This is an optimization exercise on Yosys and OpenROAD, whose aim is small area, a short achievable clock period and few clock cycles per item, not a production implementation. The RTL was checked by simulation tests, not by an equivalence proof against the original design. Power figures rest on the tool's default switching activity, not on a simulated workload.

==> flow/design.v, too long to show whole: its modules and the start of the top module <==
// module frame_scanner: 158 lines
// module line_buffer: 38 lines
// module window_regs: 52 lines
// module conv_engine: 3053 lines
// module conv_top: 100 lines
module conv_top (
    input  logic                                  clk_i,
    input  logic                                  rstn_i,
    input  logic                                  cfg_valid_i,
    input  logic [9*8-1:0]    cfg_coef_i,
    input  conv_pkg::conv_mode_e                  cfg_mode_i,
    input  logic                                  cfg_sat_i,
    input  logic                                  pix_valid_i,
    input  conv_pkg::pix_t                        pix_i,
    input  logic                                  stall_i,
    output logic                                  busy_o,
    output logic                                  out_valid_o,
    output conv_pkg::pix_t                        out_pix_o
);
  // ...
==> flow/run.sh <==
#!/bin/bash
# synth_recipe.tcl (not shown) runs the flow's synth.tcl, then flattens the netlist and writes it again
# the make line also repeats each setting of config.mk as NAME=value (left out here)
make -C /OpenROAD-flow-scripts/flow DESIGN_CONFIG=/design/flow/config.mk WORK_HOME=/design/flow/orfs CLKGATE_MAP_FILE= SYNTH_SCRIPT=/design/flow/synth_recipe.tcl finish
==> flow/config.mk <==
export PLATFORM = sky130hd
export DESIGN_NAME = conv_top
export DESIGN_NICKNAME = conv_top
export VERILOG_FILES = /design/flow/design.v
export SDC_FILE = /design/flow/constraint.sdc
export NUM_CORES = 4
export LEC_CHECK = 0
export CAP_MARGIN = 20
export CORE_MARGIN = 2
export CORE_UTILIZATION = 60
export CTS_BUF_LIST = sky130_fd_sc_hd__clkbuf_8
export CTS_CLUSTER_DIAMETER = 40
export CTS_CLUSTER_SIZE = 16
export SLEW_MARGIN = 20
==> flow/constraint.sdc <==
create_clock -name core_clock -period 11.0 [get_ports {clk_i}]
set_input_delay 2.2000 -clock core_clock [delete_from_list [all_inputs] [get_ports {clk_i}]]
set_output_delay 2.2000 -clock core_clock [all_outputs]
set_load 0.01 [all_outputs]
==> run_results.csv, run 1 <==
group,metric,value,unit
power_and_ir_drop,power_leader,"sequential cells",
run_status,status,"finished clean",
synthesis,avgSynthCellArea,15.89,sq um
critical_path,rr_worst_depth,12,
power_and_ir_drop,p_seq,0.0217,W
layout,nonClockInverterCount,465,
layout,fin_util,66.00,%
clocking,post_cts_resized,0,
critical_path,worstSetupStartpointType,"register",
clocking,cts_tree,"built",
timing,final_hold_viol_count,0,
layout,nets,9761,
power_and_ir_drop,p_clk_share,27.6,%
global_route,antenna_found_initial,19,
power_and_ir_drop,seq_power_share,53.8,%
critical_path,worst_r2r_endpoint,"i_conv_engine.ob_r[12]",
synthesis,ys.flop_type,"dfxtp_1",
global_route,grt.busiest_layer,"met1",
critical_path,required,11.85,ns
synthesis,synthAdderAreaFrac,7.432,%
critical_path,worstPathArrival,5.95,ns
timing,finalCritPeriodShare,46.41,%
synthesis,synth_top_area_share,76.85,%
clocking,cts-root-to-sink-buffers,4,
timing,tns,0,ns
layout,nMultiInputCombCells,2489,
layout,dominant_cells,"sequential cells",
power_and_ir_drop,p_total,0.04040,W
layout,reg.largest.list,"i_line_buffer.row0_r x2560, i_line_buffer.row1_r x2560, i_conv_engine.coef_r x72",
critical_path,worstSetupStartpoint,"i_window_regs.col_bot_o[11]",
synthesis,ys_warn_count,5,
synthesis,yosysUniqueCellTypes,71,
power_and_ir_drop,power_frac_comb,18.6,%
routing,postRouteAntennaNets,0,
synthesis,netlist_top_cells_area,"dfxtp_1, fa_1, edfxtp_1, a22oi_1, xnor2_1",
timing,skew,0.1243,ns
global_route,gr-usage-all-layers,21.50,%
critical_path,crit_chain,"buf_4 > nand2_1 > fa_1 > inv_1 > fa_1 > fa_1 > inv_1 > fa_1 > fa_1 > inv_1 > fa_1 > mux2_2",
timing,timing.hold.ws,0.2635,ns
floorplanning,die_w,486.7,microns
clocking,cts_buffers,470,
synthesis,synth_common_cells,"dfxtp_1, fa_1, inv_1",
routing,via_per_inst,4.821,
Testbench counts, summed over its fixed seeds: cycles 1,542,548, pixels 1,536,000.
==> inputs of run 2 (changes only) <==
==> flow/flow/run.sh (new file) <==
#!/bin/bash
set -euo pipefail
bash standard.sh \
  SETUP_SLACK_MARGIN=7.5 \
  "CTS_ARGS=-sink_clustering_enable -repair_clock_nets -dont_use_dummy_load -sink_clustering_size 16 -sink_clustering_max_diameter 40 -buf_list sky130_fd_sc_hd__clkbuf_8" \
  finish > flow_make.log 2>&1
==> flow/standard.sh (new file) <==
#!/bin/bash
# synth_recipe.tcl (not shown) runs the flow's synth.tcl, then flattens the netlist and writes it again
# the make line also repeats each setting of config.mk as NAME=value (left out here)
make -C /OpenROAD-flow-scripts/flow DESIGN_CONFIG=/design/flow/config.mk WORK_HOME=/design/flow/orfs CLKGATE_MAP_FILE= SYNTH_SCRIPT=/design/flow/synth_recipe.tcl "${@:-finish}"
removed: flow/run.sh
==> run_results.csv, run 2 <==
group,metric,value,unit
routing,finalWirelength,265900,microns
clocking,ctsHoldBuffers,0,
synthesis,yosys.area.top_type,"dfxtp_1",
power_and_ir_drop,leakage,61.19,nW
timing,slew-limit-headroom,26.18,%
routing,wl_per_cell,21.52,microns
clocking,cts_sinks,5528,
place,io_buffers,97,
routing,drt_iter0_drc,3895,
global_route,grt_overflow,0,
critical_path,worstSetupStartpointType,"register",
power_and_ir_drop,vdd_drop_max,253.2,uV
floorplanning,rows,177,
layout,final_cell_area,0.1552,sq mm
critical_path,path_class,"register to register",
layout,reg.largest.list,"i_line_buffer.row0_r x2560, i_line_buffer.row1_r x2560, i_conv_engine.coef_r x72",
synthesis,synth_edf_count,161,
critical_path,required,11.81,ns
synthesis,synth_top_area_share,76.85,%
synthesis,synth_common_cells,"dfxtp_1, fa_1, inv_1",
global_route,grt_pass1_wl,392700,microns
timing,tns,0,ns
layout,fillerInstances,16240,
flow_run,drv_cap,0,
floorplanning,dieArea,0.2369,sq mm
synthesis,yosysUniqueCellTypes,71,
routing,num_vias,61010,
layout,mostFrequentLayoutCell,"dfxtp_1",
clocking,htreeDepth,5,
clocking,path_clk_slew,0.09,ns
layout,drive_gt1_share,16.15,%
floorplanning,initial_core_util,60.24,%
layout,layout_common_cells,"dfxtp_1, clkbuf_8, inv_1, fa_1, nand2_1",
global_route,gr-usage-all-layers,22.54,%
layout,syn_to_final_growth,10.98,%
clocking,clock_latency,1.14,ns
timing,worstMarginPinSlew,1.103,ns
critical_path,worstPathArrival,4.92,ns
place,place_area,0.1447,sq mm
floorplanning,die_w,486.7,microns
timing,setup_ws,6.887,ns
global_route,grt_max_degree,86,
floorplanning,io_pins,98,
global_route,grt_pass1_vias,62360,
synthesis,netlist_top_cells_area,"dfxtp_1, fa_1, edfxtp_1, a22oi_1, xnor2_1",
layout,layout.cells.non_filler,12350,
floorplanning,die_y,486.7,microns
floorplanning,core,0.2321,sq mm
synthesis,seq_area_frac_synth,80.31,%
critical_path,endpoint_kind,"register",
synthesis,synth_nets,9438,
synthesis,ys_warn_count,5,
timing,timing.hold.ws,0.1949,ns
place,place.gp.congestion,0.8762,
power_and_ir_drop,powerDensity,255.9,mW/mm^2
synthesis,async_flop_share,0,%
place,place_ws,6.047,ns
timing,max_freq,243.1,MHz
clocking,cts_root_buf,"clkbuf_8",
synthesis,ys.flop_type,"dfxtp_1",
routing,drtPass1Iterations,6,
timing,final_hold_viol_count,0,
timing,rsz0062_at_grt,"yes",
run_status,status,"finished clean",
timing,finalCritPeriodShare,37.39,%
place,place_inst,11700,
timing,slew_viol_final,0,
synthesis,synth-seq-cells,5528,
timing,period_needed,4.113,ns
synthesis,yosysMostFrequentCell,"dfxtp_1",
critical_path,crit_path_max_fanout,7,
layout,nets,9935,
synthesis,avgSynthCellArea,15.89,sq um
routing,postRouteAntennaNets,0,
min_path,hold_class,"register to register",
routing,drc_errors,0,
place,hpwlAfterDp,166600,microns
synthesis,syn_area,0.1398,sq mm
routing,via_per_inst,4.938,
clocking,cts-root-to-sink-buffers,4,
synthesis,synth_cells,8801,
timing,skew,0.1383,ns
global_route,antenna_found_initial,22,
timing,setup_viol,0,
clocking,cts_buffers,464,
clocking,cts_tree,"built",
-- run 2: changes by cell type in the layout (fill, tap and decap cells not counted), moves of 47 or more --
cell	previous run	this run
a22oi_1	333	256
a22oi_2	0	77
buf_4	73	145
clkbuf_8	518	465
dfxtp_1	5344	5253
dfxtp_2	22	69
fa_1	469	323
fa_2	0	146
inv_1	524	400
inv_2	2	62
-- run 2: where the power goes --
part / total [W] / internal, W / switching [W] / leakage [nW]
clock: 0.00929 / 0.00374 / 0.00555 / 3.34
combinational: 0.00864 / 0.00396 / 0.00469 / 13.0
sequential: 0.0218 / 0.0212 / 0.000554 / 44.8
total: 0.0397 / 0.0289 / 0.0108 / 61.2
-- run 2: per-stage QoR --
step / utilization [%] / power, W
3_5_place_dp: 62.33 / 0.02998
5_1_grt: 66.84 / 0.04208
2_1_floorplan: - / 0.02752
6_report: 66.85 / 0.03971
4_1_cts: 66.39 / 0.03978
3_3_place_gp: 62.32 / 0.02981
-- run 2: logic make-up after synthesis --
family / Yosys count / synth area share (%)
AND/OR/NAND/NOR: 646 / 2.237
adder cells (fa/ha/maj): 549 / 7.432
XOR/XNOR: 419 / 2.625
buffers and inverters: 784 / 2.113
AO/OA/AOI/OAI: 647 / 3.339
flip-flops: 5528 / 80.31
multiplexers: 228 / 1.945
-- run 2: worst max-delay path: stages, from the launching register on --
cell     delay (ns)
dfxtp_4        0.35
buf_12         0.15
buf_16         0.16
and2_4         0.16
fa_1           0.52
inv_1          0.05
fa_1           0.48
fa_1           0.55
inv_1          0.05
fa_2           0.33
fa_1           0.49
inv_1          0.05
fa_1           0.47
inv_1          0.05
-- run 2: worst paths after layout --
path	endpoint	slack, ns	cells after the start	from
setup / recovery	i_conv_engine.r2b_r[11]	6.89	13	i_window_regs.col_top_o[11]
hold reg to reg	i_line_buffer.row0_r[15]	0.19	0	i_line_buffer.row0_r[23]
hold / removal	i_line_buffer.row0_r[15]	0.19	0	i_line_buffer.row0_r[23]
setup reg to reg	i_conv_engine.r2b_r[11]	6.89	13	i_window_regs.col_top_o[11]
-- run 2: cell type report --
| type | count | area, sq um | share of cell area [%] |
|---|---|---|---|
| tap | 3043 | 3807 | 2.454 |
| sequential | 5528 | 112500 | 72.53 |
| antenna | 15 | 37.54 | 0.02419 |
| clock buffer | 464 | 6386 | 4.116 |
| multi-input combinational | 2489 | 26370 | 17.00 |
| timing repair buffer | 350 | 4250 | 2.739 |
| inverter | 465 | 1763 | 1.136 |
-- run 2: repair_timing --
| action | in CTS | in global routing |
|---|---|---|
| pin swaps | 116 | 108 |
| gates cloned | 26 | 4 |
| resized for setup | 464 | 198 |
| setup buffers | 114 | 32 |
| endpoints found under the setup margin | 197 | 117 |
-- run 2: routing by layer --
metal  track usage (%)  routed length (microns)
met5                 0                        0
met4             8.601                    10010
met3             5.253                    18950
met2             33.64                   114000
met1             32.20                   122900
==> inputs of run 3 (changes only) <==
==> flow/flow/run.sh (replaced) <==
#!/bin/bash
set -euo pipefail
bash standard.sh \
  SETUP_SLACK_MARGIN=7.0 \
  "CTS_ARGS=-sink_clustering_enable -repair_clock_nets -dont_use_dummy_load -sink_clustering_size 16 -sink_clustering_max_diameter 40 -buf_list sky130_fd_sc_hd__clkbuf_8" \
  finish > flow_make.log 2>&1
==> run_results.csv, run 3 <==
group,metric,value,unit
run_status,status,"finished clean",
timing,tns,0,ns
timing,finalCritPeriodShare,37.98,%
critical_path,crit_buf_inv,7,
timing,max_freq,239.4,MHz
clocking,htreeDepth,5,
synthesis,yosysMostFrequentCell,"dfxtp_1",
floorplanning,rows,177,
layout,layout.cells.non_filler,12300,
critical_path,slowest_delay,0.53,ns
timing,slew_viol_final,0,
synthesis,netlist_top_cells_area,"dfxtp_1, fa_1, edfxtp_1, a22oi_1, xnor2_1",
power_and_ir_drop,vdd_drop_max,167.2,uV
synthesis,synth_top_area_share,76.85,%
synthesis,synth_nets,9438,
synthesis,synth_cells,8801,
synthesis,yosysUniqueCellTypes,71,
global_route,grt_max_degree,85,
global_route,grt_pass1_vias,61350,
timing,setup_viol,0,
routing,drt_iter0_drc,3870,
clocking,cts_sinks,5528,
layout,fillerInstances,16450,
power_and_ir_drop,powerDensity,256.6,mW/mm^2
flow_run,drv_cap,0,
global_route,antenna_found_initial,23,
synthesis,synth_edf_count,161,
critical_path,worstPathArrival,4.94,ns
floorplanning,io_pins,98,
synthesis,yosys.area.top_type,"dfxtp_1",
layout,seq_area,0.1125,sq mm
timing,worstMarginPinSlew,1.132,ns
layout,syn_to_final_growth,9.705,%
critical_path,endpoint_kind,"register",
synthesis,ys.flop_type,"dfxtp_1",
critical_path,worst_r2r_endpoint,"i_conv_engine.r2b_r[11]",
timing,slew-limit-headroom,24.52,%
place,hpwlAfterDp,160800,microns
synthesis,seq_area_frac_synth,80.31,%
clocking,path_clk_slew,0.09,ns
synthesis,syn_area,0.1398,sq mm
timing,skew,0.1400,ns
place,io_buffers,97,
global_route,grt.met1_usage,31.63,%
synthesis,synth-seq-cells,5528,
routing,postRouteAntennaNets,0,
routing,via_per_inst,4.916,
critical_path,r2r-start,"i_window_regs.col_mid_o[11]",
layout,nets,9874,
critical_path,crit_chain,"buf_12 > buf_12 > buf_16 > and2_4 > fa_2 > inv_1 > fa_2 > fa_2 > inv_1 > fa_2 > fa_1 > inv_1 > fa_1 > inv_1",
critical_path,path_class,"register to register",
timing,period_needed,4.177,ns
timing,rsz0062_at_grt,"yes",
critical_path,cp_top_family,"adder cells",
layout,layout_common_cells,"dfxtp_1, clkbuf_8, inv_1, fa_1, a22oi_1",
layout,drive_gt1_share,13.17,%
routing,num_vias,60470,
routing,drtPass1Iterations,6,
floorplanning,core,0.2321,sq mm
floorplanning,initial_core_util,60.24,%
floorplanning,die_w,486.7,microns
critical_path,ff2ff_setup_slack,6.82,ns
timing,final_hold_viol_count,0,
critical_path,slowest_stage,"fa_2",
critical_path,rr_worst_depth,14,
layout,mostFrequentLayoutCell,"dfxtp_1",
global_route,grt_overflow,0,
synthesis,synth_common_cells,"dfxtp_1, fa_1, inv_1",
clocking,cts_buffers,472,
min_path,hold_class,"register to register",
critical_path,required,11.76,ns
floorplanning,dieArea,0.2369,sq mm
layout,reg.largest.list,"i_line_buffer.row0_r x2560, i_line_buffer.row1_r x2560, i_conv_engine.coef_r x72",
synthesis,async_flop_share,0,%
clocking,cts_root_buf,"clkbuf_8",
clocking,cts-root-to-sink-buffers,4,
clocking,ctsHoldBuffers,0,
place,place_inst,11690,
global_route,grtUsageMet3,4.636,%
routing,drc_errors,0,
layout,multi_input_area,0.02538,sq mm
min_path,hp-start,"i_line_buffer.row0_r[913]",
synthesis,ys_warn_count,5,
power_and_ir_drop,leakage,60.58,nW
global_route,use_met2,31.62,%
global_route,grt.busiest_layer,"met1",
synthesis,avgSynthCellArea,15.89,sq um
place,place.gp.congestion,0.8859,
routing,finalWirelength,256700,microns
critical_path,worstSetupStartpointType,"register",
global_route,gr-usage-all-layers,21.68,%
min_path,hold_end,"i_line_buffer.row0_r[905]",
floorplanning,die_y,486.7,microns
routing,wl_per_cell,20.87,microns
min_path,min_delay_path_depth,0,
clocking,cts_tree,"built",
critical_path,crit_path_max_fanout,6,
global_route,grt_pass1_wl,380000,microns
clocking,clock_latency,1.09,ns
## run 3: cell types whose count changed in the layout (fill, tap and decap cells not counted), moves of 10 or more
cell | previous run | this run
dfxtp_1 | 5253 | 5269
inv_1 | 400 | 428
buf_4 | 145 | 97
inv_2 | 62 | 34
xnor2_2 | 32 | 20
fa_2 | 146 | 98
fa_1 | 323 | 371
dfxtp_4 | 45 | 30
a22oi_1 | 256 | 301
ha_1 | 69 | 79
o21ai_0 | 42 | 53
a22oi_2 | 77 | 32
xnor2_1 | 215 | 232
buf_12 | 44 | 33
## run 3: how the worst max path moves through the flow
| stage | startpoint | to | slack (ns) | cells past startpoint |
|---|---|---|---|---|
| finish | i_window_regs.col_mid_o[11] | i_conv_engine.r2b_r[11] | 6.82 | 14 |
| global route | i_window_regs.col_bot_o[2] | i_conv_engine.r1b_r[12] | 6.71 | 13 |
| floorplan | i_window_regs.col_mid_o[11] | i_conv_engine.ob_r[12] | 6.92 | 14 |
| detailed placement | stall_i | i_conv_engine.sgn[5] | 5.85 | 6 |
| global placement | stall_i | i_conv_engine.sgn[0] | 5.91 | 6 |
| CTS | i_window_regs.col_mid_o[11] | i_conv_engine.ob_r[12] | 6.81 | 14 |
## run 3: worst register-to-register path, cell delays in order (launching register included)
cell and delay [ns]:
dfxtp_4 0.35, buf_12 0.14, buf_12 0.15, buf_16 0.14, and2_4 0.17, fa_2 0.52
inv_1 0.05, fa_2 0.34, fa_2 0.53, inv_1 0.06, fa_2 0.39, fa_1 0.49
inv_1 0.05, fa_1 0.47, inv_1 0.05
## run 3: metal layers
metal | vias up | wire (microns)
li1 | 28420 | -
met1 | 29490 | 120800
met2 | 1879 | 108200
met3 | 679 | 17420
met4 | 0 | 10350
met5 | - | 0
## run 3: cells by family after synthesis
logic type	Yosys count	synth area share, %
simple gates	646	2.237
buf+inv	784	2.113
compound gates	647	3.339
xor+xnor	419	2.625
mux	228	1.945
flops	5528	80.31
fa+ha+maj	549	7.432
## run 3: cell type report
type	count	area share, %
repair buffers	281	2.214
diodes	23	0.03753
inverters	465	1.148
well taps	3043	2.482
flip-flops and latches	5528	73.33
multi-input cells	2489	16.55
clock buffers	472	4.236
## run 3: stage by stage
| stage | hold slack (ns) | power [W] | instance area, sq um | setup slack, ns | utilization [%] |
|---|---|---|---|---|---|
| 2_1_floorplan | 0.3096 | 0.02727 | 140000 | 6.923 | - |
| 3_3_place_gp | 0.3095 | 0.02948 | 144000 | 5.910 | 62.04 |
| 3_5_place_dp | 0.3121 | 0.02967 | 144000 | 5.850 | 62.04 |
| 4_1_cts | 0.2242 | 0.03939 | 152600 | 6.808 | 65.74 |
| 5_1_grt | 0.2242 | 0.04163 | 153300 | 6.709 | 66.06 |
| 6_report | 0.2451 | 0.03935 | 153400 | 6.823 | 66.08 |
## run 3: power by group
group / internal, W / switching (W) / leakage, nW
clock network: 0.00380 / 0.00557 / 3.39
registers: 0.0212 / 0.000574 / 44.8
logic: 0.00371 / 0.00448 / 12.4
total: 0.0287 / 0.0106 / 60.6
## run 3: what timing repair did
action	CTS	global route
cloned	16	5
resized for setup	337	146
endpoints found under the hold margin	0	0
pin swaps	70	94
setup endpoints to repair	86	60
setup buffers	73	23

==> re-timing with driven ports <==
Ports are ideal in the flow. The routed layouts listed here were re-timed in OpenROAD. Step 1 sets driving cells, clkbuf_16 on the clock port and buf_2 on the other inputs (assumed; they add their load-dependent delay and slew). Step 2 moves the port delays by t, midway between the first and last clock arrival at a register: inputs arrive t later, outputs are due t later. That takes back most of the time a late clock gives input paths. Three values: ideal ports, drivers, drivers and shift; two values: the first two.
run | t (ns) | setup WS [ns] | worst setup path at the end
run 1 | 1.123 | 5.895 / 5.895 / 5.895 | register to register
run 2 | 1.153 | 6.887 / 6.887 / 6.528 | input to register
run 3 | 1.119 | 6.823 / 6.823 / 6.178 | input to register
After both steps every run listed still meets setup and hold. The setup slack of run 3, which loses most, moves by 0.000 ns with the drivers and by -0.645 ns with both steps.
